What follows belongs to an exercise in optimizing a design on an open flow for small area; a production flow would make more cautious choices.
The RTL was checked by simulation tests, not by an equivalence proof against the original design.

== v47 ==
## calc_entry_fsm
module calc_entry_fsm (
    input  logic        clk,
    input  logic        rst_n,
    input  logic [3:0]  key_val,
    input  logic        key_pressed,
    output logic [26:0] disp_mag,
    output logic        disp_neg,
    output logic        err,
    output logic        busy
);
    localparam logic [2:0] S_A = 3'd0, S_B = 3'd1, S_SHOW = 3'd2, S_ERR = 3'd3;
    localparam logic [1:0] OP_ADD = 2'd0, OP_SUB = 2'd1, OP_MUL = 2'd2, OP_DIV = 2'd3;
    localparam logic [26:0] MAX_MAG = 27'd99_999_999;
    localparam logic [4:0]  LFSR_START = 5'b00001, LFSR_END = 5'b10101;
    logic [2:0]  st, st_nx;
    logic        init;               
    logic        a_s, a_s_nx;        
    logic [26:0] a_m, a_m_nx;        
    logic [13:0] b, b_nx;
    logic        r_s, r_s_nx;        
    logic [26:0] r_m, r_m_nx;        
    logic [26:0] p, p_nx;            
    logic        ovf, ovf_nx;        
    logic [1:0]  op, op_nx;
    logic        bseen, bseen_nx;
    logic       is_digit, is_op, is_eq, is_clr;
    logic [1:0] key_op;
    always_comb begin
        is_digit = key_pressed && (key_val <= 4'd9);
        is_clr   = key_pressed && (key_val == 4'd11);
        is_eq    = key_pressed && (key_val == 4'd15);
        is_op    = key_pressed && (key_val == 4'd10 || key_val == 4'd12 ||
                                   key_val == 4'd13 || key_val == 4'd14);
        key_op   = {key_val[1], key_val[0] | ~key_val[2]};
    end
    logic [9:0]  dx;
    logic [13:0] dy;
    logic        a_small, b_small, b_nz, b_one;
    always_comb begin
        dx      = (st == S_B) ? b[9:0] : (st == S_A) ? a_m[9:0] : 10'd0;
        dy      = {dx, 3'b000} + {3'b000, dx, 1'b0} + {10'd0, key_val};
  ...
For scale: ~110 flip-flops, ~37 I/O pins.
clock: 10.0 ns
lec_check: 0
cap_margin: 20
core_margin: 2
core_utilization: 40
cts_buf_list: sky130_fd_sc_hd__clkbuf_8
cts_cluster_diameter: 50
cts_cluster_size: 10
slew_margin: 20
standard.sh (not shown) runs the stock make flow with config.mk's settings and CLKGATE_MAP_FILE= SYNTH_SCRIPT=/design/flow/synth_recipe.tcl, a recipe that flattens the netlist after the stock synthesis.
==> flow/flow/run.sh <==
#!/bin/bash
# Standard ORFS layout (the standard.sh, standard synthesis unchanged),
# except that the port buffers that global placement inserts use the
# smallest buffer cell instead of the resizer's default pick.
set -euo pipefail
export BUFFER_PORTS_ARGS="-buffer_cell sky130_fd_sc_hd__buf_1"
bash standard.sh > orfs_flow.log 2>&1
v47 completed every stage of the flow, and the final layout passed the timing, DRC and antenna checks.
Modified inputs, v15 compared to v47
Settings: CORE_UTILIZATION now 55, was 40.
Notes after the runs:
Any difference in first-pass GRT wire length between v47 and v15 is small enough to ignore. Higher via count of the first global-routing pass was reported by v15, not v47. Routed wire length, v15 vs v47: down slightly. NOTE: cell area in v15 falls short of that of v47.
Input changes introduced in v14 (baseline for comparison: v15):
Settings: putting PLACE_DENSITY at 0.75 where nothing was set; swapping 55 for 40 in CORE_UTILIZATION.
Notes after the runs:
- All of v15 and v14 finish clean.
- Between v14 and v15, it is v14 whose area growth from synthesis to final layout is higher, by 0.16 points.
- The higher fraction of the cycle the final worst path needs of v15 and v14 is in v14.
- From v15 to v14, synthesized cell count did not move at all.
- Largest net degree at the start of global routing in v14 is about 22% higher than in v15
- v14 reports its highest-delay cell along the critical path as o31ai_1 while v15 reports nand2_1.
- Required time of the critical path across v15 and v14: no real change.
Relative to v14, the following input files were edited for v57:
Settings: a deleted PLACE_DENSITY that had been 0.75.
==> flow/flow/run.sh <==
#!/bin/bash
# Standard ORFS layout (the standard.sh, standard synthesis unchanged),
# with two layout settings of ORFS's own scripts changed:
#  - the port buffers that global placement inserts use the smallest buffer
#    cell instead of the resizer's default pick;
#  - after global routing's timing repair, ORFS's power recovery downsizes
#    cells on paths with positive slack (RECOVER_POWER, percent of paths).
set -euo pipefail
export BUFFER_PORTS_ARGS="-buffer_cell sky130_fd_sc_hd__buf_1"
export RECOVER_POWER=100
bash standard.sh > orfs_flow.log 2>&1
--- outcome ---
Largest stage delay on the critical path, v14 and v57, higher one = v57.
There was hardly any difference in first-iteration DRC count between v57 and v14.
Apart from v57, each of v14 and v57 ends the flow with a layout that passes the timing, DRC and antenna checks.
[v57] flow finished | final checks: failed | reasons: capacitance limit, slew limit
Going from v14 to v57, critical path depth saw a decrease, count of H-tree levels built during CTS saw little to no change, non-clock inverter instance count of the final layout saw little to no change, measured slew at the worst slew-check pin saw an increase.
v57 -> v14: instance count of the mapped netlist delta 0, exact match
Comparing v14 with v57, the relative area change from synthesis to final layout came out essentially unchanged.
Min period utilization across v14 and v57: v14


Setup of rev 12:
The RTL this note starts from:
==> flow/design.v <==
module calc_entry_fsm (
    input  logic        clk,
    input  logic        rst_n,
    input  logic [3:0]  key_val,
    input  logic        key_pressed,
    output logic [26:0] disp_mag,
    output logic        disp_neg,
    output logic        err,
    output logic        busy
);
    localparam logic [2:0] S_A = 3'd0, S_B = 3'd1, S_SHOW = 3'd2, S_ERR = 3'd3;
    localparam logic [1:0] OP_ADD = 2'd0, OP_SUB = 2'd1, OP_MUL = 2'd2, OP_DIV = 2'd3;
    localparam logic [26:0] MAX_MAG = 27'd99_999_999;
    localparam logic [4:0]  LFSR_START = 5'b00001, LFSR_END = 5'b10101;
    logic [2:0]  st, st_nx;
    logic        a_s, a_s_nx;        
    logic [26:0] a_m, a_m_nx;        
    logic [13:0] b, b_nx;
    logic        r_s, r_s_nx;        
    logic [26:0] r_m, r_m_nx;        
    logic [26:0] p, p_nx;            
    logic        ovf, ovf_nx;        
    logic [1:0]  op, op_nx;
    logic        bseen, bseen_nx;
    logic       is_digit, is_op, is_eq, is_clr;
    logic [1:0] key_op;
    always_comb begin
        is_digit = key_pressed && (key_val <= 4'd9);
        is_clr   = key_pressed && (key_val == 4'd11);
        is_eq    = key_pressed && (key_val == 4'd15);
        is_op    = key_pressed && (key_val == 4'd10 || key_val == 4'd12 ||
                                   key_val == 4'd13 || key_val == 4'd14);
        key_op   = {key_val[1], key_val[0] | ~key_val[2]};
    end
    logic [9:0]  dx;
    logic [13:0] dy;
    logic        a_small, b_small, b_nz, b_one;
    always_comb begin
        dx      = (st == S_B) ? b[9:0] : (st == S_A) ? a_m[9:0] : 10'd0;
        dy      = {dx, 3'b000} + {3'b000, dx, 1'b0} + {10'd0, key_val};
        a_small = (a_m[13:0] < 14'd1000);
        b_small = (b < 14'd1000);
        b_nz    = (b != 14'd0);
        b_one   = (b == 14'd1);
    end
    logic        dmode, divb, eff_sub, ge, invx, invy, cin, sel2m, sely, zero4;
    logic [26:0] pg;
    logic [30:0] r0, r1, r2, r3, r4, u2;
    logic        u2_ovf, p_big, dge;
    always_comb begin
        dmode   = (st == S_B) && is_digit;
        divb    = (st == S_B) && !is_digit && (op == OP_DIV);
        eff_sub = (op == OP_SUB) ^ a_s;
        ge      = (a_m >= {13'd0, b});
        invx    = (st == S_B) & ~dmode & ~divb & eff_sub & ~ge;
        invy    = st[2] ? ~a_m[15] : (eff_sub & ge);
        cin     = dmode ? 1'b0 : divb ? (a_m[26] & b_one) : (invx | invy);
        sel2m   = dmode ? key_val[1] : divb;
        sely    = ~dmode & ~divb;
        zero4   = dmode ? ~key_val[0] : divb;
        pg      = st[2] ? 27'd0 : p;
        r0      = {1'b0, pg, 3'b000};
        r1      = {3'b000, pg, cin};
        r2      = (dmode && key_val[3]) ? {1'b0, a_m, 3'b000} :
                  (dmode && key_val[2]) ? {2'b00, a_m, 2'b00} : 31'd0;
        r3      = sel2m ? {3'b000, a_m, 1'b0} :
                  sely  ? {{17{invx | invy}}, b ^ {14{invy}}} : 31'd0;
        r4      = zero4 ? 31'd0 : {4'b0000, a_m[26:14], a_m[13:0] ^ {14{invx}}};
        u2      = r0 + r1 + r2 + r3 + r4;
        u2_ovf  = (u2[30:27] != 4'd0);
        p_big   = (p > MAX_MAG);
        dge     = ~u2[15];
    end
    logic fin;
    always_comb begin
        st_nx    = st;
        a_s_nx   = a_s;
        a_m_nx   = a_m;
        b_nx     = b;
        r_s_nx   = r_s;
        r_m_nx   = r_m;
        p_nx     = '0;
        ovf_nx   = 1'b0;
        op_nx    = op;
        bseen_nx = bseen;
        fin      = 1'b0;
        if (is_clr) begin
            st_nx  = S_A;
            a_s_nx = 1'b0;
            a_m_nx = '0;
            r_s_nx = 1'b0;
            r_m_nx = '0;
        end else begin
            case (st)
                S_A: begin
                    if (is_digit) begin
                        if (a_small) a_m_nx = {13'd0, dy};
                    end else if (is_op) begin
                        op_nx    = key_op;
                        b_nx     = '0;
                        bseen_nx = 1'b0;
                        st_nx    = S_B;
                    end
                end
                S_B: begin
                    p_nx   = p;
                    ovf_nx = ovf;
                    if (is_digit) begin
                        bseen_nx = 1'b1;
                        if (b_small) begin
                            b_nx = dy;
                            if (op == OP_MUL) begin
                                p_nx   = u2[26:0];
                                ovf_nx = ovf | u2_ovf;
                            end
                        end
                    end else if ((is_op || is_eq) && bseen) begin
                        st_nx    = {1'b1, op == OP_DIV, is_op};
                        op_nx    = key_op;
                        case (op)
                            OP_ADD, OP_SUB: begin
                                p_nx   = u2[26:0];
                                ovf_nx = 1'b0;
                                a_s_nx = a_s ^ invx;
                            end
                            OP_DIV: begin
                                p_nx   = u2[26:0];
                                ovf_nx = 1'b0;
                                a_m_nx = {6'd0, LFSR_START, 14'd0, a_m[26] & ~b_one, a_m[25]};
                            end
                            default: ;
                        endcase
                    end else if (is_op) begin
                        op_nx = key_op;
                    end
                end
                default: begin   
                    ovf_nx = ovf;
                    fin    = 1'b1;
                    if (st[1]) begin
                        fin = 1'b0;
                        if (!b_nz) begin
                            st_nx = S_ERR;
                        end else if (a_m[20:16] == LFSR_END) begin
                            fin = 1'b1;
                        end else begin
                            p_nx    = {p[25:0], dge};
                            a_m_nx  = {6'd0, a_m[19:16], a_m[20] ^ a_m[18], u2[14:0], p[25]};
                        end
                    end
                    if (fin) begin
                        if (ovf || p_big) begin
                            st_nx  = S_ERR;
                            r_s_nx = 1'b0;
                            r_m_nx = '0;
                        end else begin
                            r_s_nx = a_s;
                            r_m_nx = p;
                            a_m_nx = p;
                            if (st[0]) begin
                                b_nx     = '0;
                                bseen_nx = 1'b0;
                                st_nx    = S_B;
                            end else begin
                                st_nx = S_SHOW;
                            end
                        end
                    end else if (!b_nz && st[1]) begin
                        r_s_nx = 1'b0;
                        r_m_nx = '0;
                    end
                end
                S_SHOW: begin
                    if (is_digit) begin
                        a_s_nx = 1'b0;
                        a_m_nx = {13'd0, dy};
                        st_nx  = S_A;
                    end else if (is_op) begin
                        op_nx    = key_op;
                        b_nx     = '0;
                        bseen_nx = 1'b0;
                        st_nx    = S_B;
                    end
                end
                S_ERR: ;
            endcase
        end
    end
    always_ff @(posedge clk or negedge rst_n) begin
        if (!rst_n) begin
            st  <= S_A;
            a_s <= 1'b0;
            a_m <= '0;
            r_s <= 1'b0;
            r_m <= '0;
        end else begin
            st  <= st_nx;
            a_s <= a_s_nx;
            a_m <= a_m_nx;
            r_s <= r_s_nx;
            r_m <= r_m_nx;
        end
    end
    always_ff @(posedge clk) begin
        b     <= b_nx;
        p     <= p_nx;
        ovf   <= ovf_nx;
        op    <= op_nx;
        bseen <= bseen_nx;
    end
    logic        d_s;
    always_comb begin
        if (st == S_A || (st == S_B && !b_nz)) begin
            d_s      = a_s;
            disp_mag = a_m;
        end else if (st == S_B) begin
            d_s      = 1'b0;
            disp_mag = {13'd0, b};
        end else begin
            d_s      = r_s;
            disp_mag = r_m;
        end
        disp_neg = d_s & (disp_mag != 27'd0);
        err      = (st == S_ERR);
        busy     = st[2];
    end
endmodule
Settings: LEC_CHECK=0, CAP_MARGIN=20, CORE_MARGIN=2, CORE_UTILIZATION=40, SLEW_MARGIN=20; clock period 10.0 ns.
==> flow/flow/run.sh <==
#!/bin/bash
# Standard ORFS layout (the standard.sh, standard synthesis unchanged),
# except that the port buffers that global placement inserts use the
# smallest buffer cell instead of the resizer's default pick.
set -euo pipefail
export BUFFER_PORTS_ARGS="-buffer_cell sky130_fd_sc_hd__buf_1"
bash standard.sh > orfs_flow.log 2>&1
Rev 12 completed end to end with timing, DRC and antenna clean.
[inputs] rev 13 vs rev 12
==> flow/run.sh (new file) <==
#!/bin/bash
# synth_recipe.tcl (not shown) runs the flow's synth.tcl, then flattens the netlist and writes it again
# the make line also repeats each setting of config.mk as NAME=value (left out here)
make -C /OpenROAD-flow-scripts/flow DESIGN_CONFIG=/design/flow/config.mk WORK_HOME=/design/flow/orfs CLKGATE_MAP_FILE= SYNTH_SCRIPT=/design/flow/synth_recipe.tcl finish
removed: flow/flow/run.sh
removed: flow/standard.sh
Rev 13 vs. rev 12: setup slack lost 310 ps. Rev 12 → rev 13: wire length -about 0.46%; relative area change from synthesis to final layout went up. Rev 13: full flow OK, the timing, DRC and antenna checks passed. Highest fanout seen on the critical path (rev 13 / rev 12): 0.74. The lower hold slack came out of rev 13. The higher headroom to the max-slew limit of rev 13 and rev 12 is in rev 12. Of rev 13 and rev 12, the lower highest achievable clock rate belongs to rev 13. Any difference in global-route usage between rev 12 and rev 13 is small enough to ignore. Re initial cell density of the core: no difference whatsoever between rev 12 and rev 13.

port drivers added, routing unchanged:
Ports are ideal in the flow. The routed layouts listed here were re-timed in OpenROAD. Step 1, drivers: a clkbuf_16 drives clk and a buf_2 each remaining input, both assumed. Step 2, shift: input delay + t, output delay - t, t = (earliest + latest rising clock arrival at the registers) / 2. This alone moves slack from input paths to output paths. Three values: ideal, step 1, step 2; two values: the first two.
run | t (ns) | setup WS [ns] | worst setup path at the end | latest minus earliest clock arrival (ns) | worst register clock-pin slew, ns
v47 | 0.441 | 2.638 / 2.649 / 2.208 | input to register | 0.020 / 0.020 | 0.12 / 0.12
v15 | 0.444 | 2.565 / 2.582 / 2.139 | input to register | 0.019 / 0.019 | 0.12 / 0.12
v14 | 0.427 | 2.483 / 2.498 / 2.071 | input to register | 0.015 / 0.014 | 0.11 / 0.11
v57 | 0.439 | 1.571 / 1.571 / 1.571 | register to register | 0.022 / 0.022 | 0.12 / 0.12
rev 12 | 0.419 | 2.472 / 2.500 / 2.080 | input to register | 0.015 / 0.015 | 0.09 / 0.09
rev 13 | 0.419 | 2.157 / 2.186 / 1.767 | input to register | 0.020 / 0.021 | 0.09 / 0.09
For v47, which loses most, drivers alone change the setup slack by +0.011 ns; drivers and shift together by -0.430 ns.
